From an optimization exercise on the open Yosys and OpenROAD flow, aimed at small area and a short achievable clock period; shortcuts taken in it are not production practice. The RTL was checked by simulation tests, not by an equivalence proof against the original design.

## flow/design.v (module list and top-level ports; edited modules follow where they fit)
// module mac_top: 1182 lines
module mac_top #(
   parameter int A_WIDTH = 18,
   parameter int B_WIDTH = 18,
   parameter int P_WIDTH = 48
) (
   input  logic                      clk,
   input  logic                      rst_n,
   input  logic signed [A_WIDTH-1:0] data_a,
   input  logic signed [B_WIDTH-1:0] data_b,
   input  mac_pkg::mac_op_e          op,
   input  logic                      activate_mac,
   output logic signed [P_WIDTH-1:0] data_p,
   output logic                      p_valid
);
  // ...
==> flow/flow/run.sh <==
#!/bin/bash
# Standard layout, with Yosys's synth run without its early ABC pass
# (-noabc) so the full adders keep their polarity.
cp standard.sh standard_copy.txt
export SYNTH_ARGS="-noabc"
bash standard.sh > standard.log 2>&1
==> flow/standard.sh <==
#!/bin/bash
# synth_recipe.tcl (not shown) runs the flow's synth.tcl, then flattens the netlist and writes it again
# the make line also repeats each setting of config.mk as NAME=value (left out here)
make -C /OpenROAD-flow-scripts/flow DESIGN_CONFIG=/design/flow/config.mk WORK_HOME=/design/flow/orfs CLKGATE_MAP_FILE= SYNTH_SCRIPT=/design/flow/synth_recipe.tcl "${@:-finish}"
==> flow/config.mk <==
export PLATFORM = sky130hd
export DESIGN_NAME = mac_top
export DESIGN_NICKNAME = mac_top
export VERILOG_FILES = /design/flow/design.v
export SDC_FILE = /design/flow/constraint.sdc
export NUM_CORES = 4
export LEC_CHECK = 0
export ABC_AREA = 0
export CAP_MARGIN = 20
export CORE_MARGIN = 2
export CORE_UTILIZATION = 40
export SLEW_MARGIN = 20
==> flow/constraint.sdc <==
create_clock -name core_clock -period 10.0 [get_ports {clk}]
set_input_delay 2.0000 -clock core_clock [delete_from_list [all_inputs] [get_ports {clk}]]
set_output_delay 2.0000 -clock core_clock [all_outputs]
set_load 0.01 [all_outputs]
==> notes.md, run 1 <==
Routed WL: 35900 um
Slew headroom: 0.365
ratio of cells with drive above 1 in the final layout: 0.0368
total number of nets in the final design: 1513
multiplexer share of the synthesized area: 0.00269
total number of vias: 9459
register with the most flip-flops: p_q
CLK BUF: 10
flip-flop count of the largest register, all copies and words added: 48
vias in the first global route: 9832
pre-CTS setup slack: 3220 ps
most used routing layer: met2
Non-Filler Cell Area, Final: 13400 um^2
Final min period: 6880 ps
Final Hold Fails: 0
syn_nets: 1514
Top class by area: multi-input combinational cells
vias per std cell: 5.77
data arrival at the endpoint of the critical path: 7130 ps
delay contributed by the slowest stage of the critical path: 770 ps
area delta synth->final: 11.1%
origin of the critical flop-to-flop path: a_q[14]$_DFF_P_
fill cell total of the finished layout: 2799
biggest registers after layout: p_q (48), a_q (18)
weighted congestion reported at the end of routability-driven placement: 0.899
gate count after technology mapping: 1246
Worst Hold Slack: 354 ps
Tap Cells: 390
area used by multi-input combinational logic: 9180 um^2
Worst setup endpoint: p_q[45]$_DFF_PN0_
met1 global-route usage: 0.320
cell with the most instances after synthesis: sky130_fd_sc_hd__xnor2_1
final worst clock skew: 11.4 ps
die extent in x: 178 um
total setup buffers inserted after CTS: 0
Max clock buf depth: 2
number of maximum-capacitance constraint violations: 0
result of the run: complete, no violations
Synth warnings: 1
number of placed I/O pins: 90
non-clock inverter total of the final layout: 56
==> inputs of run 2 (changes only) <==
--- a/flow/design.v
+++ b/flow/design.v
@@ -798,66 +798,66 @@
    assign pp164 = ((one_q[8] & a_q[11]) | (two_q[8] & a_q[10])) ^ neg_q[8];
    assign pp165 = ((one_q[8] & a_q[12]) | (two_q[8] & a_q[11])) ^ neg_q[8];
    assign pp166 = ((one_q[8] & a_q[13]) | (two_q[8] & a_q[12])) ^ neg_q[8];
    assign pp167 = ((one_q[8] & a_q[14]) | (two_q[8] & a_q[13])) ^ neg_q[8];
    assign pp168 = ((one_q[8] & a_q[15]) | (two_q[8] & a_q[14])) ^ neg_q[8];
    assign pp169 = ((one_q[8] & a_q[16]) | (two_q[8] & a_q[15])) ^ neg_q[8];
    assign pp170 = ((one_q[8] & a_q[17]) | (two_q[8] & a_q[16])) ^ neg_q[8];
    assign pp171 = ~(((one_q[8] | two_q[8]) & a_q[17]) ^ neg_q[8]);
-   assign s172 = neg_q[0] ^ pg[0];
-   assign c173 = neg_q[0] & pg[0];
-   assign s174 = pg[1] ^ c173;
-   assign c175 = pg[1] & c173;
+   assign s172 = neg_q[0] ^ pg[0] ^ pp1;
+   assign c173 = (neg_q[0] & pg[0]) | (neg_q[0] & pp1) | (pg[0] & pp1);
+   assign s174 = pg[1] ^ pp2 ^ c173;
+   assign c175 = (pg[1] & pp2) | (pg[1] & c173) | (pp2 & c173);
    assign s176 = neg_q[1] ^ pg[2] ^ pp3;
    assign c177 = (neg_q[1] & pg[2]) | (neg_q[1] & pp3) | (pg[2] & pp3);
-   assign s178 = pp20 ^ c175;
-   assign c179 = pp20 & c175;
+   assign s178 = pp20 ^ s176 ^ c175;
+   assign c179 = (pp20 & s176) | (pp20 & c175) | (s176 & c175);
    assign s180 = pg[3] ^ pp4 ^ pp21;
    assign c181 = (pg[3] & pp4) | (pg[3] & pp21) | (pp4 & pp21);
-   assign s182 = c179 ^ c177;
-   assign c183 = c179 & c177;
+   assign s182 = c177 ^ s180 ^ c179;
+   assign c183 = (c177 & s180) | (c177 & c179) | (s180 & c179);
    assign s184 = neg_q[2] ^ pg[4] ^ pp5;
    assign c185 = (neg_q[2] & pg[4]) | (neg_q[2] & pp5) | (pg[4] & pp5);
    assign s186 = pp22 ^ pp39 ^ c181;
    assign c187 = (pp22 & pp39) | (pp22 & c181) | (pp39 & c181);
-   assign s188 = s184 ^ c183;
-   assign c189 = s184 & c183;
+   assign s188 = s184 ^ s186;
+   assign c189 = s184 & s186;
    assign s190 = pg[5] ^ pp6 ^ pp23;
    assign c191 = (pg[5] & pp6) | (pg[5] & pp23) | (pp6 & pp23);
    assign s192 = pp40 ^ c185 ^ s190;
    assign c193 = (pp40 & c185) | (pp40 & s190) | (c185 & s190);
-   assign s194 = c187 ^ c189;
-   assign c195 = c187 & c189;
+   assign s194 = c187 ^ s192 ^ c189;
+   assign c195 = (c187 & s192) | (c187 & c189) | (s192 & c189);
    assign s196 = neg_q[3] ^ pg[6] ^ pp7;
    assign c197 = (neg_q[3] & pg[6]) | (neg_q[3] & pp7) | (pg[6] & pp7);
    assign s198 = pp24 ^ pp41 ^ pp58;
    assign c199 = (pp24 & pp41) | (pp24 & pp58) | (pp41 & pp58);
    assign s200 = c191 ^ s196 ^ s198;
    assign c201 = (c191 & s196) | (c191 & s198) | (s196 & s198);
-   assign s202 = c193 ^ s200;
-   assign c203 = c193 & s200;
+   assign s202 = c193 ^ s200 ^ c195;
+   assign c203 = (c193 & s200) | (c193 & c195) | (s200 & c195);
    assign s204 = pg[7] ^ pp8 ^ pp25;
    assign c205 = (pg[7] & pp8) | (pg[7] & pp25) | (pp8 & pp25);
    assign s206 = pp42 ^ pp59 ^ c197;
    assign c207 = (pp42 & pp59) | (pp42 & c197) | (pp59 & c197);
    assign s208 = c199 ^ s204 ^ c201;
    assign c209 = (c199 & s204) | (c199 & c201) | (s204 & c201);
-   assign s210 = s206 ^ c203;
-   assign c211 = s206 & c203;
+   assign s210 = s206 ^ s208;
+   assign c211 = s206 & s208;
    assign s212 = neg_q[4] ^ pg[8] ^ pp9;
    assign c213 = (neg_q[4] & pg[8]) | (neg_q[4] & pp9) | (pg[8] & pp9);
    assign s214 = pp26 ^ pp43 ^ pp60;
    assign c215 = (pp26 & pp43) | (pp26 & pp60) | (pp43 & pp60);
    assign s216 = pp77 ^ c205 ^ s212;
    assign c217 = (pp77 & c205) | (pp77 & s212) | (c205 & s212);
    assign s218 = s214 ^ c207 ^ s216;
    assign c219 = (s214 & c207) | (s214 & s216) | (c207 & s216);
-   assign s220 = c209 ^ c211;
-   assign c221 = c209 & c211;
+   assign s220 = c209 ^ s218;
+   assign c221 = c209 & s218;
    assign s222 = pg[9] ^ pp10 ^ pp27;
    assign c223 = (pg[9] & pp10) | (pg[9] & pp27) | (pp10 & pp27);
    assign s224 = pp44 ^ pp61 ^ pp78;
    assign c225 = (pp44 & pp61) | (pp44 & pp78) | (pp61 & pp78);
    assign s226 = c213 ^ c215 ^ s222;
    assign c227 = (c213 & c215) | (c213 & s222) | (c215 & s222);
    assign s228 = s224 ^ c217 ^ s226;
    assign c229 = (s224 & c217) | (s224 & s226) | (c217 & s226);
@@ -1152,48 +1152,403 @@
    assign s518 = c511 ^ s516;
    assign c519 = c511 & s516;
    assign s520 = pg[32] ^ pp152 ^ pp169;
    assign c521 = (pg[32] & pp152) | (pg[32] & pp169) | (pp152 & pp169);
    assign s522 = c515 ^ s520 ^ c517;
    assign c523 = (c515 & s520) | (c515 & c517) | (s520 & c517);
    assign s524 = 1'b1 ^ pg[33] ^ pp170;
    assign c525 = (1'b1 & pg[33]) | (1'b1 & pp170) | (pg[33] & pp170);
-   assign s526 = c521 ^ s524;
-   assign c527 = c521 & s524;
+   assign s526 = c521 ^ s524 ^ c523;
+   assign c527 = (c521 & s524) | (c521 & c523) | (s524 & c523);
    assign s528 = pg[34] ^ pp171 ^ c525;
    assign c529 = (pg[34] & pp171) | (pg[34] & c525) | (pp171 & c525);
-   assign s530 = 1'b1 ^ pg[35];
-   assign c531 = 1'b1 & pg[35];
-   assign s532 = 1'b1 ^ pg[36];
-   assign c533 = 1'b1 & pg[36];
+   assign s530 = 1'b1 ^ pg[35] ^ c529;
+   assign c531 = (1'b1 & pg[35]) | (1'b1 & c529) | (pg[35] & c529);
+   assign s532 = 1'b1 ^ pg[36] ^ c531;
+   assign c533 = (1'b1 & pg[36]) | (1'b1 & c531) | (pg[36] & c531);
    assign s534 = 1'b1 ^ pg[37];
    assign c535 = 1'b1 & pg[37];
-   assign s536 = 1'b1 ^ pg[38];
-   assign c537 = 1'b1 & pg[38];
-   assign s538 = 1'b1 ^ pg[39];
-   assign c539 = 1'b1 & pg[39];
-   assign s540 = 1'b1 ^ pg[40];
-   assign c541 = 1'b1 & pg[40];
-   assign s542 = 1'b1 ^ pg[41];
-   assign c543 = 1'b1 & pg[41];
-   assign s544 = 1'b1 ^ pg[42];
-   assign c545 = 1'b1 & pg[42];
+   assign s536 = 1'b1 ^ pg[38] ^ c535;
+   assign c537 = (1'b1 & pg[38]) | (1'b1 & c535) | (pg[38] & c535);
+   assign s538 = 1'b1 ^ pg[39] ^ c537;
+   assign c539 = (1'b1 & pg[39]) | (1'b1 & c537) | (pg[39] & c537);
+   assign s540 = 1'b1 ^ pg[40] ^ c539;
+   assign c541 = (1'b1 & pg[40]) | (1'b1 & c539) | (pg[40] & c539);
+   assign s542 = 1'b1 ^ pg[41] ^ c541;
+   assign c543 = (1'b1 & pg[41]) | (1'b1 & c541) | (pg[41] & c541);
+   assign s544 = 1'b1 ^ pg[42] ^ c543;
+   assign c545 = (1'b1 & pg[42]) | (1'b1 & c543) | (pg[42] & c543);
    assign s546 = 1'b1 ^ pg[43];
    assign c547 = 1'b1 & pg[43];
-   assign s548 = 1'b1 ^ pg[44];
-   assign c549 = 1'b1 & pg[44];
-   assign s550 = 1'b1 ^ pg[45];
-   assign c551 = 1'b1 & pg[45];
-   assign s552 = 1'b1 ^ pg[46];
-   assign c553 = 1'b1 & pg[46];
-   assign s554 = 1'b1 ^ pg[47];
-   assign c555 = 1'b1 & pg[47];
-   assign rx = {c553, c551, c549, c547, c545, c543, c541, c539, c537, c535, c533, c531, c529, c527, c523, c519, c513, c507, c499, c491, c481, c471, c459, c447, c433, c419, c403, c387, c369, c351, c333, c315, c299, c283, c269, c255, s252, c231, c221, s218, s208, c195, s192, s186, s180, s176, pp2, pp1};
-   assign ry = {s554, s552, s550, s548, s546, s544, s542, s540, s538, s536, s534, s532, s530, s528, s526, s522, s518, s512, s506, s498, s490, s480, s470, s458, s446, s432, s418, s402, s386, s368, s350, s332, s314, s298, s282, s268, s254, s242, s230, s220, s210, s202, s194, s188, s182, s178, s174, s172};
-   assign p_next = rx + ry;
+   assign s548 = 1'b1 ^ pg[44] ^ c547;
+   assign c549 = (1'b1 & pg[44]) | (1'b1 & c547) | (pg[44] & c547);
+   assign s550 = 1'b1 ^ pg[45] ^ c549;
+   assign c551 = (1'b1 & pg[45]) | (1'b1 & c549) | (pg[45] & c549);
+   assign s552 = 1'b1 ^ pg[46] ^ c551;
+   assign c553 = (1'b1 & pg[46]) | (1'b1 & c551) | (pg[46] & c551);
+   assign s554 = 1'b1 ^ pg[47] ^ c553;
+   assign c555 = (1'b1 & pg[47]) | (1'b1 & c553) | (pg[47] & c553);
+   assign rx = {s554, s552, s550, s548, c545, s544, s542, s540, s538, s536, c533, s532, s530, c527, s526, c519, c513, c507, c499, c491, c481, c471, c459, c447, c433, c419, c403, c387, c369, c351, c333, c315, c299, c283, c269, c255, s252, c231, c221, c211, c203, s202, s194, c183, s182, s178, s174, s172};
+   assign ry = {1'b0, 1'b0, 1'b0, 1'b0, s546, 1'b0, 1'b0, 1'b0, 1'b0, 1'b0, s534, 1'b0, 1'b0, s528, 1'b0, s522, s518, s512, s506, s498, s490, s480, s470, s458, s446, s432, s418, s402, s386, s368, s350, s332, s314, s298, s282, s268, s254, s242, s230, s220, s210, 1'b0, 1'b0, s188, 1'b0, 1'b0, 1'b0, 1'b0};
+   logic [47:0] g0, p0;
+   assign g0 = rx & ry;
+   assign p0 = rx ^ ry;
+   logic gg1;
+   assign gg1 = g0[1] | (p0[1] & g0[0]);
+   logic kp1;
+   assign kp1 = p0[1] & p0[0];
+   logic gg2;
+   assign gg2 = g0[3] | (p0[3] & g0[2]);
+   logic kp2;
+   assign kp2 = p0[3] & p0[2];
+   logic gg3;
+   assign gg3 = g0[5] | (p0[5] & g0[4]);
+   logic kp3;
+   assign kp3 = p0[5] & p0[4];
+   logic gg4;
+   assign gg4 = g0[7] | (p0[7] & g0[6]);
+   logic kp4;
+   assign kp4 = p0[7] & p0[6];
+   logic gg5;
+   assign gg5 = g0[9] | (p0[9] & g0[8]);
+   logic kp5;
+   assign kp5 = p0[9] & p0[8];
+   logic gg6;
+   assign gg6 = g0[11] | (p0[11] & g0[10]);
+   logic kp6;
+   assign kp6 = p0[11] & p0[10];
+   logic gg7;
+   assign gg7 = g0[13] | (p0[13] & g0[12]);
+   logic kp7;
+   assign kp7 = p0[13] & p0[12];
+   logic gg8;
+   assign gg8 = g0[15] | (p0[15] & g0[14]);
+   logic kp8;
+   assign kp8 = p0[15] & p0[14];
+   logic gg9;
+   assign gg9 = g0[17] | (p0[17] & g0[16]);
+   logic kp9;
+   assign kp9 = p0[17] & p0[16];
+   logic gg10;
+   assign gg10 = g0[19] | (p0[19] & g0[18]);
+   logic kp10;
+   assign kp10 = p0[19] & p0[18];
+   logic gg11;
+   assign gg11 = g0[21] | (p0[21] & g0[20]);
+   logic kp11;
+   assign kp11 = p0[21] & p0[20];
+   logic gg12;
+   assign gg12 = g0[23] | (p0[23] & g0[22]);
+   logic kp12;
+   assign kp12 = p0[23] & p0[22];
+   logic gg13;
+   assign gg13 = g0[25] | (p0[25] & g0[24]);
+   logic kp13;
+   assign kp13 = p0[25] & p0[24];
+   logic gg14;
+   assign gg14 = g0[27] | (p0[27] & g0[26]);
+   logic kp14;
+   assign kp14 = p0[27] & p0[26];
+   logic gg15;
+   assign gg15 = g0[29] | (p0[29] & g0[28]);
+   logic kp15;
+   assign kp15 = p0[29] & p0[28];
+   logic gg16;
+   assign gg16 = g0[31] | (p0[31] & g0[30]);
+   logic kp16;
+   assign kp16 = p0[31] & p0[30];
+   logic gg17;
+   assign gg17 = g0[33] | (p0[33] & g0[32]);
+   logic kp17;
+   assign kp17 = p0[33] & p0[32];
+   logic gg18;
+   assign gg18 = g0[35] | (p0[35] & g0[34]);
+   logic kp18;
+   assign kp18 = p0[35] & p0[34];
+   logic gg19;
+   assign gg19 = g0[37] | (p0[37] & g0[36]);
+   logic kp19;
+   assign kp19 = p0[37] & p0[36];
+   logic gg20;
+   assign gg20 = g0[39] | (p0[39] & g0[38]);
+   logic kp20;
+   assign kp20 = p0[39] & p0[38];
+   logic gg21;
+   assign gg21 = g0[41] | (p0[41] & g0[40]);
+   logic kp21;
+   assign kp21 = p0[41] & p0[40];
+   logic gg22;
+   assign gg22 = g0[43] | (p0[43] & g0[42]);
+   logic kp22;
+   assign kp22 = p0[43] & p0[42];
+   logic gg23;
+   assign gg23 = g0[45] | (p0[45] & g0[44]);
+   logic kp23;
+   assign kp23 = p0[45] & p0[44];
+   logic gg24;
+   assign gg24 = g0[47] | (p0[47] & g0[46]);
+   logic kp24;
+   assign kp24 = p0[47] & p0[46];
+   logic gg25;
+   assign gg25 = gg2 | (kp2 & gg1);
+   logic kp25;
+   assign kp25 = kp2 & kp1;
+   logic gg26;
+   assign gg26 = gg4 | (kp4 & gg3);
+   logic kp26;
+   assign kp26 = kp4 & kp3;
+   logic gg27;
+   assign gg27 = gg6 | (kp6 & gg5);
+   logic kp27;
+   assign kp27 = kp6 & kp5;
+   logic gg28;
+   assign gg28 = gg8 | (kp8 & gg7);
+   logic kp28;
+   assign kp28 = kp8 & kp7;
+   logic gg29;
+   assign gg29 = gg10 | (kp10 & gg9);
+   logic kp29;
+   assign kp29 = kp10 & kp9;
+   logic gg30;
+   assign gg30 = gg12 | (kp12 & gg11);
+   logic kp30;
+   assign kp30 = kp12 & kp11;
+   logic gg31;
+   assign gg31 = gg14 | (kp14 & gg13);
+   logic kp31;
+   assign kp31 = kp14 & kp13;
+   logic gg32;
+   assign gg32 = gg16 | (kp16 & gg15);
+   logic kp32;
+   assign kp32 = kp16 & kp15;
+   logic gg33;
+   assign gg33 = gg18 | (kp18 & gg17);
+   logic kp33;
+   assign kp33 = kp18 & kp17;
+   logic gg34;
+   assign gg34 = gg20 | (kp20 & gg19);
+   logic kp34;
+   assign kp34 = kp20 & kp19;
+   logic gg35;
+   assign gg35 = gg22 | (kp22 & gg21);
+   logic kp35;
+   assign kp35 = kp22 & kp21;
+   logic gg36;
+   assign gg36 = gg24 | (kp24 & gg23);
+   logic kp36;
+   assign kp36 = kp24 & kp23;
+   logic gg37;
+   assign gg37 = gg26 | (kp26 & gg25);
+   logic kp37;
+   assign kp37 = kp26 & kp25;
+   logic gg38;
+   assign gg38 = gg28 | (kp28 & gg27);
+   logic kp38;
+   assign kp38 = kp28 & kp27;
+   logic gg39;
+   assign gg39 = gg30 | (kp30 & gg29);
+   logic kp39;
+   assign kp39 = kp30 & kp29;
+   logic gg40;
+   assign gg40 = gg32 | (kp32 & gg31);
+   logic kp40;
+   assign kp40 = kp32 & kp31;
+   logic gg41;
+   assign gg41 = gg34 | (kp34 & gg33);
+   logic kp41;
+   assign kp41 = kp34 & kp33;
+   logic gg42;
+   assign gg42 = gg36 | (kp36 & gg35);
+   logic kp42;
+   assign kp42 = kp36 & kp35;
+   logic gg43;
+   assign gg43 = gg38 | (kp38 & gg37);
+   logic kp43;
+   assign kp43 = kp38 & kp37;
+   logic gg44;
+   assign gg44 = gg40 | (kp40 & gg39);
+   logic kp44;
+   assign kp44 = kp40 & kp39;
+   logic gg45;
+   assign gg45 = gg42 | (kp42 & gg41);
+   logic kp45;
+   assign kp45 = kp42 & kp41;
+   logic gg46;
+   assign gg46 = gg44 | (kp44 & gg43);
+   logic kp46;
+   assign kp46 = kp44 & kp43;
+   logic gg47;
+   assign gg47 = gg45 | (kp45 & gg46);
+   logic kp47;
+   assign kp47 = kp45 & kp46;
+   logic gg48;
+   assign gg48 = gg39 | (kp39 & gg43);
+   logic kp48;
+   assign kp48 = kp39 & kp43;
+   logic gg49;
+   assign gg49 = gg41 | (kp41 & gg46);
+   logic kp49;
+   assign kp49 = kp41 & kp46;
+   logic gg50;
+   assign gg50 = gg27 | (kp27 & gg37);
+   logic kp50;
+   assign kp50 = kp27 & kp37;
+   logic gg51;
+   assign gg51 = gg29 | (kp29 & gg43);
+   logic kp51;
+   assign kp51 = kp29 & kp43;
+   logic gg52;
+   assign gg52 = gg31 | (kp31 & gg48);
+   logic kp52;
+   assign kp52 = kp31 & kp48;
+   logic gg53;
+   assign gg53 = gg33 | (kp33 & gg46);
+   logic kp53;
+   assign kp53 = kp33 & kp46;
+   logic gg54;
+   assign gg54 = gg35 | (kp35 & gg49);
+   logic kp54;
+   assign kp54 = kp35 & kp49;
+   logic gg55;
+   assign gg55 = gg3 | (kp3 & gg25);
+   logic kp55;
+   assign kp55 = kp3 & kp25;
+   logic gg56;
+   assign gg56 = gg5 | (kp5 & gg37);
+   logic kp56;
+   assign kp56 = kp5 & kp37;
+   logic gg57;
+   assign gg57 = gg7 | (kp7 & gg50);
+   logic kp57;
+   assign kp57 = kp7 & kp50;
+   logic gg58;
+   assign gg58 = gg9 | (kp9 & gg43);
+   logic kp58;
+   assign kp58 = kp9 & kp43;
+   logic gg59;
+   assign gg59 = gg11 | (kp11 & gg51);
+   logic kp59;
+   assign kp59 = kp11 & kp51;
+   logic gg60;
+   assign gg60 = gg13 | (kp13 & gg48);
+   logic kp60;
+   assign kp60 = kp13 & kp48;
+   logic gg61;
+   assign gg61 = gg15 | (kp15 & gg52);
+   logic kp61;
+   assign kp61 = kp15 & kp52;
+   logic gg62;
+   assign gg62 = gg17 | (kp17 & gg46);
+   logic kp62;
+   assign kp62 = kp17 & kp46;
+   logic gg63;
+   assign gg63 = gg19 | (kp19 & gg53);
+   logic kp63;
+   assign kp63 = kp19 & kp53;
+   logic gg64;
+   assign gg64 = gg21 | (kp21 & gg49);
+   logic kp64;
+   assign kp64 = kp21 & kp49;
+   logic gg65;
+   assign gg65 = gg23 | (kp23 & gg54);
+   logic kp65;
+   assign kp65 = kp23 & kp54;
+   logic gg66;
+   assign gg66 = g0[2] | (p0[2] & gg1);
+   logic kp66;
+   assign kp66 = p0[2] & kp1;
+   logic gg67;
+   assign gg67 = g0[4] | (p0[4] & gg25);
+   logic kp67;
+   assign kp67 = p0[4] & kp25;
+   logic gg68;
+   assign gg68 = g0[6] | (p0[6] & gg55);
+   logic kp68;
+   assign kp68 = p0[6] & kp55;
+   logic gg69;
+   assign gg69 = g0[8] | (p0[8] & gg37);
+   logic kp69;
+   assign kp69 = p0[8] & kp37;
+   logic gg70;
+   assign gg70 = g0[10] | (p0[10] & gg56);
+   logic kp70;
+   assign kp70 = p0[10] & kp56;
+   logic gg71;
+   assign gg71 = g0[12] | (p0[12] & gg50);
+   logic kp71;
+   assign kp71 = p0[12] & kp50;
+   logic gg72;
+   assign gg72 = g0[14] | (p0[14] & gg57);
+   logic kp72;
+   assign kp72 = p0[14] & kp57;
+   logic gg73;
+   assign gg73 = g0[16] | (p0[16] & gg43);
+   logic kp73;
+   assign kp73 = p0[16] & kp43;
+   logic gg74;
+   assign gg74 = g0[18] | (p0[18] & gg58);
+   logic kp74;
+   assign kp74 = p0[18] & kp58;
+   logic gg75;
+   assign gg75 = g0[20] | (p0[20] & gg51);
+   logic kp75;
+   assign kp75 = p0[20] & kp51;
+   logic gg76;
+   assign gg76 = g0[22] | (p0[22] & gg59);
+   logic kp76;
+   assign kp76 = p0[22] & kp59;
+   logic gg77;
+   assign gg77 = g0[24] | (p0[24] & gg48);
+   logic kp77;
+   assign kp77 = p0[24] & kp48;
+   logic gg78;
+   assign gg78 = g0[26] | (p0[26] & gg60);
+   logic kp78;
+   assign kp78 = p0[26] & kp60;
+   logic gg79;
+   assign gg79 = g0[28] | (p0[28] & gg52);
+   logic kp79;
+   assign kp79 = p0[28] & kp52;
+   logic gg80;
+   assign gg80 = g0[30] | (p0[30] & gg61);
+   logic kp80;
+   assign kp80 = p0[30] & kp61;
+   logic gg81;
+   assign gg81 = g0[32] | (p0[32] & gg46);
+   logic kp81;
+   assign kp81 = p0[32] & kp46;
+   logic gg82;
+   assign gg82 = g0[34] | (p0[34] & gg62);
+   logic kp82;
+   assign kp82 = p0[34] & kp62;
+   logic gg83;
+   assign gg83 = g0[36] | (p0[36] & gg53);
+   logic kp83;
+   assign kp83 = p0[36] & kp53;
+   logic gg84;
+   assign gg84 = g0[38] | (p0[38] & gg63);
+   logic kp84;
+   assign kp84 = p0[38] & kp63;
+   logic gg85;
+   assign gg85 = g0[40] | (p0[40] & gg49);
+   logic kp85;
+   assign kp85 = p0[40] & kp49;
+   logic gg86;
+   assign gg86 = g0[42] | (p0[42] & gg64);
+   logic kp86;
+   assign kp86 = p0[42] & kp64;
+   logic gg87;
+   assign gg87 = g0[44] | (p0[44] & gg54);
+   logic kp87;
+   assign kp87 = p0[44] & kp54;
+   logic gg88;
+   assign gg88 = g0[46] | (p0[46] & gg65);
+   logic kp88;
+   assign kp88 = p0[46] & kp65;
+   assign p_next = p0 ^ {gg88, gg65, gg87, gg54, gg86, gg64, gg85, gg49, gg84, gg63, gg83, gg53, gg82, gg62, gg81, gg46, gg80, gg61, gg79, gg52, gg78, gg60, gg77, gg48, gg76, gg59, gg75, gg51, gg74, gg58, gg73, gg43, gg72, gg57, gg71, gg50, gg70, gg56, gg69, gg37, gg68, gg55, gg67, gg25, gg66, gg1, g0[0], 1'b0};
    always_ff @(posedge clk or negedge rst_n) begin
       if (!rst_n) p_q <= '0;
       else        p_q <= p_next;
    end
    assign data_p  = p_q;
    assign p_valid = pv_q;
 endmodule
==> flow/flow/run.sh (replaced) <==
#!/bin/bash
# The standard layout, with Yosys's synth run without its early ABC
# pass (-noabc) so the extracted full adders keep their polarity, and
# the resizer asked to repair setup paths to a wider margin.
export SYNTH_ARGS="-noabc"
export SETUP_SLACK_MARGIN=6.5
bash standard.sh > standard.log 2>&1
==> flow/config.mk (replaced) <==
export PLATFORM = sky130hd
export DESIGN_NAME = mac_top
export DESIGN_NICKNAME = mac_top
export VERILOG_FILES = /design/flow/design.v
export SDC_FILE = /design/flow/constraint.sdc
export NUM_CORES = 4
export LEC_CHECK = 0
export ABC_AREA = 1
export CAP_MARGIN = 20
export CORE_MARGIN = 2
export CORE_UTILIZATION = 40
export SLEW_MARGIN = 20
==> run 2 against run 1 <==
  * Still clean on timing, DRC and antenna
  * Clock skew grew 2.7 ps
  * Flip-flop and latch count unchanged
  * Critical path depth grew 4
  * Worst setup slack gained 1700 ps
  * Synthesized cell count decreased by 11%
  * Via count down 4.0%
  * Worst hold slack worse by 1.4 ps
  * Count of clock-buffer cells in the layout fell by 1
  * Register-to-register slack improved by 1700 ps
  * Routed wire length shrank 6.5%
  * Global-route usage is 0.45 points lower
  * Die area decreased by 8.6%
  * Critical endpoint is now p_q[34]$_DFF_PN0_
==> notes.md, run 2 <==
number of standard-cell rows in the floorplan: 60
crit-path max FO: 7
flip-flop count of the largest register, all copies and words added: 48 (unchanged)
Num Clock Sinks: 97
cell types occupying the most area after synthesis: sky130_fd_sc_hd__fa_1 (30%), sky130_fd_sc_hd__dfrtp_1 (16%), sky130_fd_sc_hd__xor2_1 (15%), sky130_fd_sc_hd__ha_1 (8.7%), sky130_fd_sc_hd__o22ai_1 (8.7%)
Synth warnings: 1 (unchanged)
weighted congestion reported at the end of routability-driven placement: 0.913 (+1.5%)
starting density of the core: 0.408
root buf cell: sky130_fd_sc_hd__clkbuf_16
die extent in x: 170 um (-4.4%)
area delta synth->final: 36.4%
count of placed standard cells in the final layout, fillers left out: 1649
first-pass GRT wire length: 51200 um
Pre-antenna DRT Iters: 5
die extent in y: 170 um
Worst R2R End: p_q[34]$_DFF_PN0_
number of diodes added for antenna fixing: 0
required time at the endpoint of the critical path: 10310 ps
cell with the most instances after synthesis: sky130_fd_sc_hd__xor2_1
Slew headroom: 0.539 (+0.174)
aggregate global-route resource usage: 0.231
worst skew pair latency: 380 ps
syn_nets: 1394 (-7.9%)
area share of the largest cell type after synthesis: 0.299
Non-Filler Cell Area, Final: 15100 um^2 (+12%)
origin of the critical flop-to-flop path: two_q[1]$_DFF_PN0_
total placed instance area: 12500 um^2
Final Hold Fails: 0 (unchanged)
final worst clock skew: 14.1 ps (+2.68 ps)
Fin Setup TNS: 0 ps
worst hold stages: 0
pin count of the biggest net entering global routing: 70
CTS clk-pin slew, worst paths: 80 ps
number of setup violations in the final report: 0
Detailed Route Iter0 Violations: 716
total CTS buffers: 9
vias in the first global route: 9427 (-4.1%)
Hold Crit Start: v_q$_DFF_PN0_
worst slew pin tran: 691 ps
fill cell total of the finished layout: 2309 (-18%)
fmax: 0.194 GHz
clock tree from TritonCTS: built
number of placed I/O pins: 90 (unchanged)
number of synthesized register bits: 97
register with the most flip-flops: p_q
multiplexer share of the synthesized area: 0 (-0.00269)
DP Wirelength: 21900 um
share of synthesized area occupied by flip-flops and latches: 0.207
gate count after technology mapping: 1111 (-11%)
vias per std cell: 5.51 (-4.5%)
count of unique library cells instantiated by Yosys: 28
buffers added on ports: 89
share of flip-flops with an asynchronous set or reset: 0.711
RSZ-0062 raised after global routing: yes
wire length per cell: 20.4 um
WHS Endpoint: pv_q$_DFF_PN0_
XOR/XNOR Fraction of Synth Area: 0.160
leading cell types by count after synthesis: sky130_fd_sc_hd__xor2_1 (195), sky130_fd_sc_hd__fa_1 (165), sky130_fd_sc_hd__o22ai_1 (153), sky130_fd_sc_hd__nand2_1 (121), sky130_fd_sc_hd__inv_1 (105)
combinational family with the most area after synthesis: adder cells
post-synthesis average cell area: 9.93 um^2
Core Footprint: 27000 um^2
share of synthesized cell area in and, or, nand and nor gates: 0.0667
Compound-Gate Fraction of Synth Area: 0.109
worst hold-check path type: reg2reg
leading cell types in the layout, fill and taps excluded: sky130_fd_sc_hd__xor2_1 (180), sky130_fd_sc_hd__o22ai_1 (116), sky130_fd_sc_hd__buf_4 (116)
library cell with the largest summed area after synthesis: sky130_fd_sc_hd__fa_1
GRT Residual Overflow: 0
remaining routing DRC violations: 0
commonest non-fill, non-tap cell in the layout: sky130_fd_sc_hd__xor2_1
antenna violations before repair: 1
ratio of cells with drive above 1 in the final layout: 0.322 (+0.285)
Cell Area, Synth: 11000 um^2
Antenna Nets Post-Route: 0
number of cells on the worst reg-to-reg path: 22
Worst Hold Slack: 353 ps (-1.39 ps)
number of maximum-capacitance constraint violations: 0 (unchanged)
data arrival at the endpoint of the critical path: 5460 ps (-1670 ps)
final cycle utilization of the critical path: 0.516
post-synthesis adder-cell area fraction: 0.387
Routed WL: 33600 um (-6.5%)
number of enable-type register cells in the synthesized netlist: 0
critical path type: reg2reg
htree depth: 3
full die area: 28900 um^2
flip-flop cell with the highest count after synthesis: sky130_fd_sc_hd__dfrtp_1
count of hold buffers inserted by post-cts repair: 0
Placed Cells incl. Taps: 1489
total number of vias: 9082 (-4.0%)
total number of nets in the final design: 1586 (+4.8%)
Final min period: 5160 ps (-1730 ps)
Final Max Slew Viols: 0
category of the worst setup path launch point: register
Max clock buf depth: 2 (unchanged)
result of the run: complete, no violations
biggest registers after layout: p_q (48), a_q (18)
setup slack, reg-to-reg: 4840 ps
endpoint kind of the worst setup timing path: register
run 2: cell types whose count changed in the layout (fill, tap and decap cells not counted), sizes merged, moves of 15 or more:
cell	before	now
clkinv	1	41
a21oi	66	16
o22ai	0	153
xnor2	196	7
fa	145	165
o21ai	42	11
inv	59	118
a21o	17	2
a22oi	153	0
nand2	79	126
and2	19	0
buf	11	142
xor2	34	195
run 2: worst max path at each step:
stage                       startpoint                end  slack [ps]  depth (start not counted)
finish              two_q[1]$_DFF_PN0_  p_q[34]$_DFF_PN0_        4840                         22
global route        two_q[1]$_DFF_PN0_  p_q[47]$_DFF_PN0_        4620                         24
CTS                 one_q[4]$_DFF_PN0_  p_q[47]$_DFF_PN0_        4890                         25
detailed placement    neg_q[2]$_DFF_P_  p_q[47]$_DFF_PN0_        4290                         22
global placement      neg_q[2]$_DFF_P_  p_q[47]$_DFF_PN0_        4380                         22
floorplan           two_q[1]$_DFF_PN0_  p_q[47]$_DFF_PN0_        5180                         24
run 2: through the flow:
stage,utilization,setup WS [ps]
after floorplan,-,5180
after global placement,0.463,4380
after detailed placement,0.464,4290
after CTS,0.522,4890
after global routing,0.557,4620
final,0.557,4840
run 2: cell families after synthesis:
group / Yosys count
buf+inv: 201
fa+ha+maj: 242
compound gates: 193
xor+xnor: 202
flops: 97
simple gates: 176
run 2: final cells by class:
class,instances,area [um^2],share of cell area
Timing Repair inverter,11,61.3,0.00407
Clock buffer,9,225,0.0150
Timing Repair Buffer,230,2140,0.142
Tap cell,341,427,0.0283
Sequential cell,97,2330,0.155
Inverter,141,732,0.0486
Clock inverter,7,88.8,0.00590
Multi-Input combinational cell,813,9050,0.601
run 2: worst max-delay path, stage by stage (launching register included):
cell and delay (ps):
sky130_fd_sc_hd__dfrtp_2 460, sky130_fd_sc_hd__clkinv_4 120, sky130_fd_sc_hd__o22ai_2 70, sky130_fd_sc_hd__xor2_1 190, sky130_fd_sc_hd__fa_2 430, sky130_fd_sc_hd__fa_2 400, sky130_fd_sc_hd__fa_2 360, sky130_fd_sc_hd__fa_1 450
sky130_fd_sc_hd__fa_2 360, sky130_fd_sc_hd__fa_1 470, sky130_fd_sc_hd__ha_1 300, sky130_fd_sc_hd__nand2_2 110, sky130_fd_sc_hd__inv_2 50, sky130_fd_sc_hd__nand2_2 70, sky130_fd_sc_hd__nand2_2 70, sky130_fd_sc_hd__nand2_2 90
sky130_fd_sc_hd__nand2_2 60, sky130_fd_sc_hd__nand2_2 80, sky130_fd_sc_hd__nand3_4 130, sky130_fd_sc_hd__buf_4 170, sky130_fd_sc_hd__nand3_2 50, sky130_fd_sc_hd__nand2_1 70, sky130_fd_sc_hd__fa_2 520
run 2: layer usage:
metal,share of wire,global-route usage,wire length (um)
met2,0.48,0.388,16200
met3,0.081,0.0402,2720
met1,0.40,0.303,13400
met5,0,0,0
met4,0.040,0.0780,1330
run 2: timing repair:
action | in CTS | in global routing
buffers inserted | 88 | 44
resized for setup | 119 | 110
pin swaps | 27 | 42
gates cloned | 5 | 6
endpoints found under the setup margin | 42 | 42
==> inputs of run 3 (changes only) <==
==> flow/flow/run.sh (replaced) <==
#!/bin/bash
# The standard layout, with Yosys's synth run without its early ABC
# pass (-noabc) so the extracted full adders keep their polarity.
export SYNTH_ARGS="-noabc"
bash standard.sh > standard.log 2>&1
--- a/flow/config.mk
+++ b/flow/config.mk
@@ -11,2 +11,3 @@
 export CORE_UTILIZATION = 40
+export SETUP_SLACK_MARGIN = 5
 export SLEW_MARGIN = 20
==> run 3 against run 2 <==
  * Synthesized area unchanged
  * Critical path depth is 1 higher
  * Via count up 0.63%
  * Critical endpoint is now p_q[47]$_DFF_PN0_
  * Largest cell class unchanged
  * Highest routed layer unchanged
==> notes.md, run 3 <==
origin of the critical flop-to-flop path: a_q[11]$_DFF_P_
crit-path max FO: 6 (-1)
post-synthesis average cell area: 9.93 um^2 (unchanged)
count of hold buffers inserted by post-cts repair: 0 (unchanged)
vias per std cell: 5.58 (+1.3%)
ratio of cells with drive above 1 in the final layout: 0.270 (-0.0520)
CTS clk-pin slew, worst paths: 90 ps (about the same)
syn_nets: 1394 (unchanged)
register with the most flip-flops: p_q
RSZ-0062 raised after global routing: yes
weighted congestion reported at the end of routability-driven placement: 0.907 (-0.64%)
total number of nets in the final design: 1575 (-0.69%)
final core occ: 0.537 (-0.0199)
number of cells on the worst reg-to-reg path: 23 (+4.5%)
CP dominant cell by count: sky130_fd_sc_hd__fa_2
cell with the most instances after synthesis: sky130_fd_sc_hd__xor2_1
Antenna Nets Post-Route: 0 (unchanged)
Worst R2R End: p_q[47]$_DFF_PN0_
worst slew pin tran: 967 ps (+276 ps)
area delta synth->final: 31.5%
commonest non-fill, non-tap cell in the layout: sky130_fd_sc_hd__xor2_1
number of maximum-capacitance constraint violations: 0 (unchanged)
vias in the first global route: 9389 (-0.40%)
full die area: 28900 um^2 (unchanged)
clock tree from TritonCTS: built
Final Max Slew Viols: 0 (unchanged)
root buf cell: sky130_fd_sc_hd__clkbuf_16
number of diodes added for antenna fixing: 0 (unchanged)
starting density of the core: 0.408 (unchanged)
number of synthesized register bits: 97 (unchanged)
Num Clock Sinks: 97 (unchanged)
Synth warnings: 1 (unchanged)
Hold Crit Start: v_q$_DFF_PN0_
GRT Residual Overflow: 0 (unchanged)
required time at the endpoint of the critical path: 10300 ps (about the same)
highest-delay cell along the critical path: sky130_fd_sc_hd__fa_2
first-pass GRT wire length: 51400 um (+0.40%)
Pre-antenna DRT Iters: 5 (unchanged)
aggregate global-route resource usage: 0.233 (+0.00156)
total number of vias: 9139 (+0.63%)
final cycle utilization of the critical path: 0.520 (+0.00395)
Worst setup endpoint: p_q[47]$_DFF_PN0_
Fin Setup TNS: 0 ps (unchanged)
critical path type: reg2reg
DP Wirelength: 21700 um (-0.94%)
share of synthesized area occupied by flip-flops and latches: 0.207 (unchanged)
final worst clock skew: 17.7 ps (+3.60 ps)
total CTS buffers: 9 (unchanged)
endpoint kind of the worst setup timing path: register
worst skew pair latency: 380 ps (about the same)
result of the run: complete, no violations
die extent in y: 170 um (unchanged)
count of placed standard cells in the final layout, fillers left out: 1638 (-0.67%)
count of unique library cells instantiated by Yosys: 28 (unchanged)
pin count of the biggest net entering global routing: 70 (unchanged)
crit path from: a_q[11]$_DFF_P_
flip-flop cell with the highest count after synthesis: sky130_fd_sc_hd__dfrtp_1
Placed Cells incl. Taps: 1486 (-0.20%)
gate count after technology mapping: 1111 (unchanged)
Detailed Route Iter0 Violations: 823 (+15%)
antenna violations before repair: 0 (-1)
htree depth: 3 (unchanged)
setup slack, reg-to-reg: 4800 ps (-40 ps)
leading cell types in the layout, fill and taps excluded: sky130_fd_sc_hd__xor2_1 (185), sky130_fd_sc_hd__o22ai_1 (133), sky130_fd_sc_hd__buf_4 (125)
share of flip-flops with an asynchronous set or reset: 0.711 (unchanged)
library cell with the largest summed area after synthesis: sky130_fd_sc_hd__fa_1
area share of the largest cell type after synthesis: 0.299 (unchanged)
Final Hold Fails: 0 (unchanged)
leading cell types by count after synthesis: sky130_fd_sc_hd__xor2_1 (195), sky130_fd_sc_hd__fa_1 (165), sky130_fd_sc_hd__o22ai_1 (153), sky130_fd_sc_hd__nand2_1 (121), sky130_fd_sc_hd__inv_1 (105)
worst hold-check path type: reg2reg
buffers added on ports: 89 (unchanged)
delay contributed by the slowest stage of the critical path: 570 ps (+50 ps)
Final min period: 5200 ps (+39.5 ps)
Max clock buf depth: 2 (unchanged)
Core Footprint: 27000 um^2 (unchanged)
wire length per cell: 20.2 um (-0.81%)
remaining routing DRC violations: 0 (unchanged)
Slew headroom: 0.355 (-0.184)
Routed WL: 33100 um (-1.5%)
flip-flop count of the largest register, all copies and words added: 48 (unchanged)
cell types occupying the most area after synthesis: sky130_fd_sc_hd__fa_1 (30%), sky130_fd_sc_hd__dfrtp_1 (16%), sky130_fd_sc_hd__xor2_1 (15%), sky130_fd_sc_hd__ha_1 (8.7%), sky130_fd_sc_hd__o22ai_1 (8.7%)
number of standard-cell rows in the floorplan: 60 (unchanged)
number of enable-type register cells in the synthesized netlist: 0 (unchanged)
number of setup violations in the final report: 0 (unchanged)
data arrival at the endpoint of the critical path: 5500 ps (+40 ps)
cell-by-cell trace of the critical path: clkinv_4 > buf_4 > o22ai_1 > xor2_1 > fa_2 > fa_2 > fa_2 > fa_1 > ha_1 > ha_1 > nand2_1 > nor2_4 > nand2_1 > nor2_2 > nand2_2 > nand3_4 > nand2_4 > nand2_4 > nand2_2 > a21oi_2 > ha_2 > xnor2_2 > xor2_1
fmax: 0.192 GHz (-0.76%)
number of placed I/O pins: 90 (unchanged)
category of the worst setup path launch point: register
die extent in x: 170 um (unchanged)
Cell Area, Synth: 11000 um^2 (unchanged)
biggest registers after layout: p_q (48), a_q (18)
## run 3: changes by cell type in the layout (fill, tap and decap cells not counted), sizes merged
| cell | delta |
|---|---|
| inv | -9 |
| buf | -4 |
| clkinv | +2 |
## run 3: how the worst min path moves through the flow
| stage | endpoint | depth (start not counted) |
|---|---|---|
| floorplan | pv_q$_DFF_PN0_ | 0 |
| detailed placement | pv_q$_DFF_PN0_ | 0 |
| global route | pv_q$_DFF_PN0_ | 0 |
| finish | pv_q$_DFF_PN0_ | 0 |
| CTS | pv_q$_DFF_PN0_ | 0 |
| global placement | pv_q$_DFF_PN0_ | 0 |
## run 3: worst max-delay path: cells and delay by family (launching register included)
family | cells | cell delay [ps]
AO/OA/AOI/OAI | 2 | 310
flip-flops | 1 | 410
adder cells (fa/ha/maj) | 7 | 2720
buffers and inverters | 2 | 310
XOR/XNOR | 3 | 580
AND/OR/NAND/NOR | 9 | 770
## run 3: repair_timing
action                                  4_1_cts  5_1_grt
buffers inserted                            104       28
pin swaps                                    41       36
cloned                                        4        0
resized for setup                           140       73
endpoints found under the setup margin       34       29
## run 3: layout make-up
| cell class | count | area (um^2) |
|---|---|---|
| repair inverters | 4 | 31.3 |
| multi-input cells | 813 | 8640 |
| clock inverters | 7 | 88.8 |
| repair buffers | 226 | 2060 |
| clock buffers | 9 | 225 |
| well taps | 341 | 427 |
| flip-flops and latches | 97 | 2330 |
| inverters | 141 | 717 |
| fillers | 2353 | 12500 |
## run 3: layer usage
metal / global-route usage / wire (um)
met1: 0.291 / 12600
met2: 0.386 / 15900
met3: 0.0440 / 2660
met4: 0.116 / 1900
met5: 0 / 0
## run 3: kinds of logic after synthesis
group           after synthesis  synth area share
fa+ha+maj                   242             0.387
xor+xnor                    202             0.160
buf+inv                     201            0.0698
compound gates              193             0.109
simple gates                176            0.0667
flops                        97             0.207
## run 3: through the flow
stage	area (um^2)	worst slack (ps)	hold slack, ps
CTS	13900	4870	354
global placement	12200	4100	332
finish	14500	4800	352
detailed placement	12200	4050	336
floorplan	11200	5000	331
global route	14500	4620	359
==> inputs of run 4 (changes only) <==
==> flow/flow/run.sh (replaced) <==
#!/bin/bash
# The standard layout, with two changes in how it is made:
# - Yosys's synth runs without its early ABC pass (-noabc), so the full
#   adders it extracts keep their polarity (no inverters between them);
# - the port buffers are the smallest buffer (buf_1) instead of the
#   default clkdlybuf4s50_1; every port is still buffered.
export SYNTH_ARGS="-noabc"
export BUFFER_PORTS_ARGS="-buffer_cell sky130_fd_sc_hd__buf_1"
bash standard.sh > standard.log 2>&1
==> run 4 against run 3 <==
  * Critical path depth is the same
  * First-iteration DRC count grew 3.9%
  * Flip-flop and latch count is the same
  * Worst setup slack lost 22 ps
  * Sequential share of layout area grew 0.50 points
  * Largest cell class unchanged
==> notes.md, run 4 <==
first-pass GRT wire length: 52100 um (+1.2%)
gate count after technology mapping: 1111 (unchanged)
Placed Cells incl. Taps: 1487 (+0.067%)
count of placed standard cells in the final layout, fillers left out: 1645 (+0.43%)
area delta synth->final: 27.9%
origin of the critical flop-to-flop path: two_q[3]$_DFF_PN0_
Final Max Slew Viols: 0 (unchanged)
number of setup violations in the final report: 0 (unchanged)
antenna violations before repair: 0 (unchanged)
total number of vias: 9172 (+0.36%)
register with the most flip-flops: p_q
area used by multi-input combinational logic: 8750 um^2 (+1.4%)
leading cell types in the layout, fill and taps excluded: sky130_fd_sc_hd__xor2_1 (187), sky130_fd_sc_hd__buf_4 (123), sky130_fd_sc_hd__o22ai_1 (122)
syn_nets: 1394 (unchanged)
die extent in y: 170 um (unchanged)
number of diodes added for antenna fixing: 0 (unchanged)
commonest non-fill, non-tap cell in the layout: sky130_fd_sc_hd__xor2_1
starting density of the core: 0.408 (unchanged)
endpoint kind of the worst setup timing path: register
total number of nets in the final design: 1582 (+0.44%)
Worst Hold Slack: 356 ps (+3.50 ps)
RSZ-0062 raised after global routing: yes
Fin Setup TNS: 0 ps (unchanged)
total CTS buffers: 9 (unchanged)
cell-by-cell trace of the critical path: clkinv_4 > buf_8 > o22ai_1 > xor2_1 > fa_1 > fa_2 > fa_2 > fa_2 > fa_1 > ha_4 > nand2_1 > nor2_1 > nand2_1 > nor2_2 > nand2_2 > nand3_4 > nand2_4 > nand2_4 > nand2_2 > a21oi_2 > ha_2 > xnor2_2 > xor2_1
wire length per cell: 20.4 um (+0.98%)
Pre-antenna DRT Iters: 6 (+1)
htree depth: 3 (unchanged)
required time at the endpoint of the critical path: 10290 ps (about the same)
flip-flop count of the largest register, all copies and words added: 48 (unchanged)
ratio of cells with drive above 1 in the final layout: 0.288 (+0.0185)
Antenna Nets Post-Route: 0 (unchanged)
pre-CTS setup slack: 4040 ps (-10.7 ps)
total buffers and inverters traversed by the critical path: 2 (unchanged)
area share of the largest cell type after synthesis: 0.299 (unchanged)
number of enable-type register cells in the synthesized netlist: 0 (unchanged)
fmax: 0.192 GHz (-0.42%)
flip-flop cell with the highest count after synthesis: sky130_fd_sc_hd__dfrtp_1
highest-delay cell along the critical path: sky130_fd_sc_hd__fa_1
worst slew pin tran: 946 ps (-20.7 ps)
Core Footprint: 27000 um^2 (unchanged)
setup slack, reg-to-reg: 4780 ps (-20 ps)
share of flip-flops with an asynchronous set or reset: 0.711 (unchanged)
Routed WL: 33600 um (+1.4%)
root buf cell: sky130_fd_sc_hd__clkbuf_16
number of synthesized register bits: 97 (unchanged)
Detailed Route Iter0 Violations: 855 (+3.9%)
Num Clock Sinks: 97 (unchanged)
Final Hold Fails: 0 (unchanged)
critical path type: reg2reg
Max clock buf depth: 2 (unchanged)
sequential cell area: 2340 um^2 (+0.32%)
worst skew pair latency: 380 ps (about the same)
clock tree from TritonCTS: built
library cell with the largest summed area after synthesis: sky130_fd_sc_hd__fa_1
crit path from: two_q[3]$_DFF_PN0_
post-synthesis average cell area: 9.93 um^2 (unchanged)
vias in the first global route: 9815 (+4.5%)
result of the run: complete, no violations
weighted congestion reported at the end of routability-driven placement: 0.903 (-0.41%)
share of synthesized area occupied by flip-flops and latches: 0.207 (unchanged)
pin count of the biggest net entering global routing: 70 (unchanged)
worst hold-check path type: reg2reg
minimum setup slack in the final design: 4780 ps (-22.1 ps)
number of standard-cell rows in the floorplan: 60 (unchanged)
final cycle utilization of the critical path: 0.522 (+0.00221)
cell family with the largest share of critical-path delay: adder cells
final worst clock skew: 17.6 ps (-0.113 ps)
aggregate global-route resource usage: 0.235 (+0.00200)
delay contributed by the slowest stage of the critical path: 560 ps (about the same)
leading cell types by count after synthesis: sky130_fd_sc_hd__xor2_1 (195), sky130_fd_sc_hd__fa_1 (165), sky130_fd_sc_hd__o22ai_1 (153), sky130_fd_sc_hd__nand2_1 (121), sky130_fd_sc_hd__inv_1 (105)
Hold Crit Start: v_q$_DFF_PN0_
CTS clk-pin slew, worst paths: 80 ps (about the same)
Cell Area, Synth: 11000 um^2 (unchanged)
buffers added on ports: 89 (unchanged)
crit-path max FO: 5 (-1)
cell with the most instances after synthesis: sky130_fd_sc_hd__xor2_1
data arrival at the endpoint of the critical path: 5510 ps (about the same)
GRT Residual Overflow: 0 (unchanged)
DP Wirelength: 21400 um (-1.1%)
full die area: 28900 um^2 (unchanged)
number of placed I/O pins: 90 (unchanged)
Synth warnings: 1 (unchanged)
number of maximum-capacitance constraint violations: 0 (unchanged)
cell types occupying the most area after synthesis: sky130_fd_sc_hd__fa_1 (30%), sky130_fd_sc_hd__dfrtp_1 (16%), sky130_fd_sc_hd__xor2_1 (15%), sky130_fd_sc_hd__ha_1 (8.7%), sky130_fd_sc_hd__o22ai_1 (8.7%)
remaining routing DRC violations: 0 (unchanged)
biggest registers after layout: p_q (48), a_q (18)
fill cell total of the finished layout: 2388 (+1.5%)
die extent in x: 170 um (unchanged)
CP dominant cell by count: sky130_fd_sc_hd__fa_2
count of unique library cells instantiated by Yosys: 28 (unchanged)
Final min period: 5220 ps (+22.1 ps)
Slew headroom: 0.369 (+0.0138)
category of the worst setup path launch point: register
vias per std cell: 5.58 (about the same)
count of hold buffers inserted by post-cts repair: 0 (unchanged)
run 4: cell counts after synthesis:
No cell type changed its count.
run 4: cell type report:
type | instances | area share
Timing Repair inverter | 11 | 0.00452
Sequential cell | 97 | 0.166
Clock inverter | 7 | 0.00629
Multi-Input combinational cell | 813 | 0.620
Timing Repair Buffer | 226 | 0.107
Clock buffer | 9 | 0.0159
Inverter | 141 | 0.0502
Tap cell | 341 | 0.0302
run 4: stage by stage:
| step | instance area [um^2] | util |
|---|---|---|
| final | 14100 | 0.523 |
| after global routing | 14100 | 0.523 |
| after CTS | 13500 | 0.498 |
| after detailed placement | 11700 | 0.432 |
| after global placement | 11700 | 0.432 |
| after floorplan | 11200 | - |
run 4: cell families after synthesis:
| kind of cell | after synthesis | synth area share |
|---|---|---|
| and+or+nand+nor | 176 | 0.0667 |
| DFF | 97 | 0.207 |
| buffers and inverters | 201 | 0.0698 |
| AOI/OAI and AO/OA | 193 | 0.109 |
| adders and majority gates | 242 | 0.387 |
| xor gates and xnor gates | 202 | 0.160 |
run 4: path summary, 6_finish.rpt:
kind                                       to  cells past startpoint
max                         p_q[47]$_DFF_PN0_                     23
min                            pv_q$_DFF_PN0_                      0
max reg2reg                 p_q[47]$_DFF_PN0_                     23
min reg2reg                    pv_q$_DFF_PN0_                      0
max in group asynchronous  two_q[4]$_DFF_PN0_                      1
min in group asynchronous    p_q[4]$_DFF_PN0_                      1
run 4: metal layers:
metal	GRT usage	up-vias	part of all wire
li1	-	4012	-
met1	0.278	4503	0.37
met2	0.395	509	0.48
met3	0.0579	148	0.084
met4	0.122	0	0.058
met5	0	-	0
run 4: worst reg2reg max path, stage by stage (launching register included):
cell and delay, ps:
sky130_fd_sc_hd__dfrtp_1 400, sky130_fd_sc_hd__clkinv_4 90, sky130_fd_sc_hd__buf_8 150, sky130_fd_sc_hd__o22ai_1 170, sky130_fd_sc_hd__xor2_1 310, sky130_fd_sc_hd__fa_1 520, sky130_fd_sc_hd__fa_2 380, sky130_fd_sc_hd__fa_2 390
sky130_fd_sc_hd__fa_2 400, sky130_fd_sc_hd__fa_1 560, sky130_fd_sc_hd__ha_4 310, sky130_fd_sc_hd__nand2_1 50, sky130_fd_sc_hd__nor2_1 140, sky130_fd_sc_hd__nand2_1 140, sky130_fd_sc_hd__nor2_2 140, sky130_fd_sc_hd__nand2_2 70
sky130_fd_sc_hd__nand3_4 120, sky130_fd_sc_hd__nand2_4 70, sky130_fd_sc_hd__nand2_4 70, sky130_fd_sc_hd__nand2_2 60, sky130_fd_sc_hd__a21oi_2 120, sky130_fd_sc_hd__ha_2 200, sky130_fd_sc_hd__xnor2_2 110, sky130_fd_sc_hd__xor2_1 160
run 4: timing repair:
| action | CTS | global route |
|---|---|---|
| resized for setup | 162 | 82 |
| setup buffers | 101 | 30 |
| setup endpoints to repair | 34 | 28 |
| pin swaps | 50 | 41 |
| gates cloned | 8 | 3 |

==> what the ideal ports hide <==
No port has a modelled driver above. Below, the same layouts with a new extraction and two added sets of constraints. Step 1 (the two cells are an assumption about what drives the block):
set clk [get_ports {clk}]
set_driving_cell -lib_cell sky130_fd_sc_hd__clkbuf_16 $clk
set_driving_cell -lib_cell sky130_fd_sc_hd__buf_2 [delete_from_list [all_inputs] $clk]
Step 2 times the ports against the registers' clock, not the clock port: input delays grow and output delays shrink by t, the midpoint of the rising clock arrivals with the driver on. a / b / c = ideal ports / drivers / drivers and shift; a / b = the first two.
run | t (ns) | setup slack, ns | worst hold slack (ns) | worst setup path after step 2 | clock arrival spread, ns
run 1 | 0.407 | 3.117 / 3.117 / 3.117 | 0.354 / 0.354 / 0.354 | register to register | 0.011 / 0.012
run 2 | 0.422 | 4.844 / 4.844 / 4.844 | 0.353 / 0.353 / 0.353 | register to register | 0.014 / 0.014
run 3 | 0.414 | 4.805 / 4.805 / 4.805 | 0.352 / 0.352 / 0.352 | register to register | 0.017 / 0.018
run 4 | 0.419 | 4.783 / 4.783 / 4.783 | 0.356 / 0.356 / 0.356 | register to register | 0.017 / 0.017
After both steps every run listed still meets setup and hold.
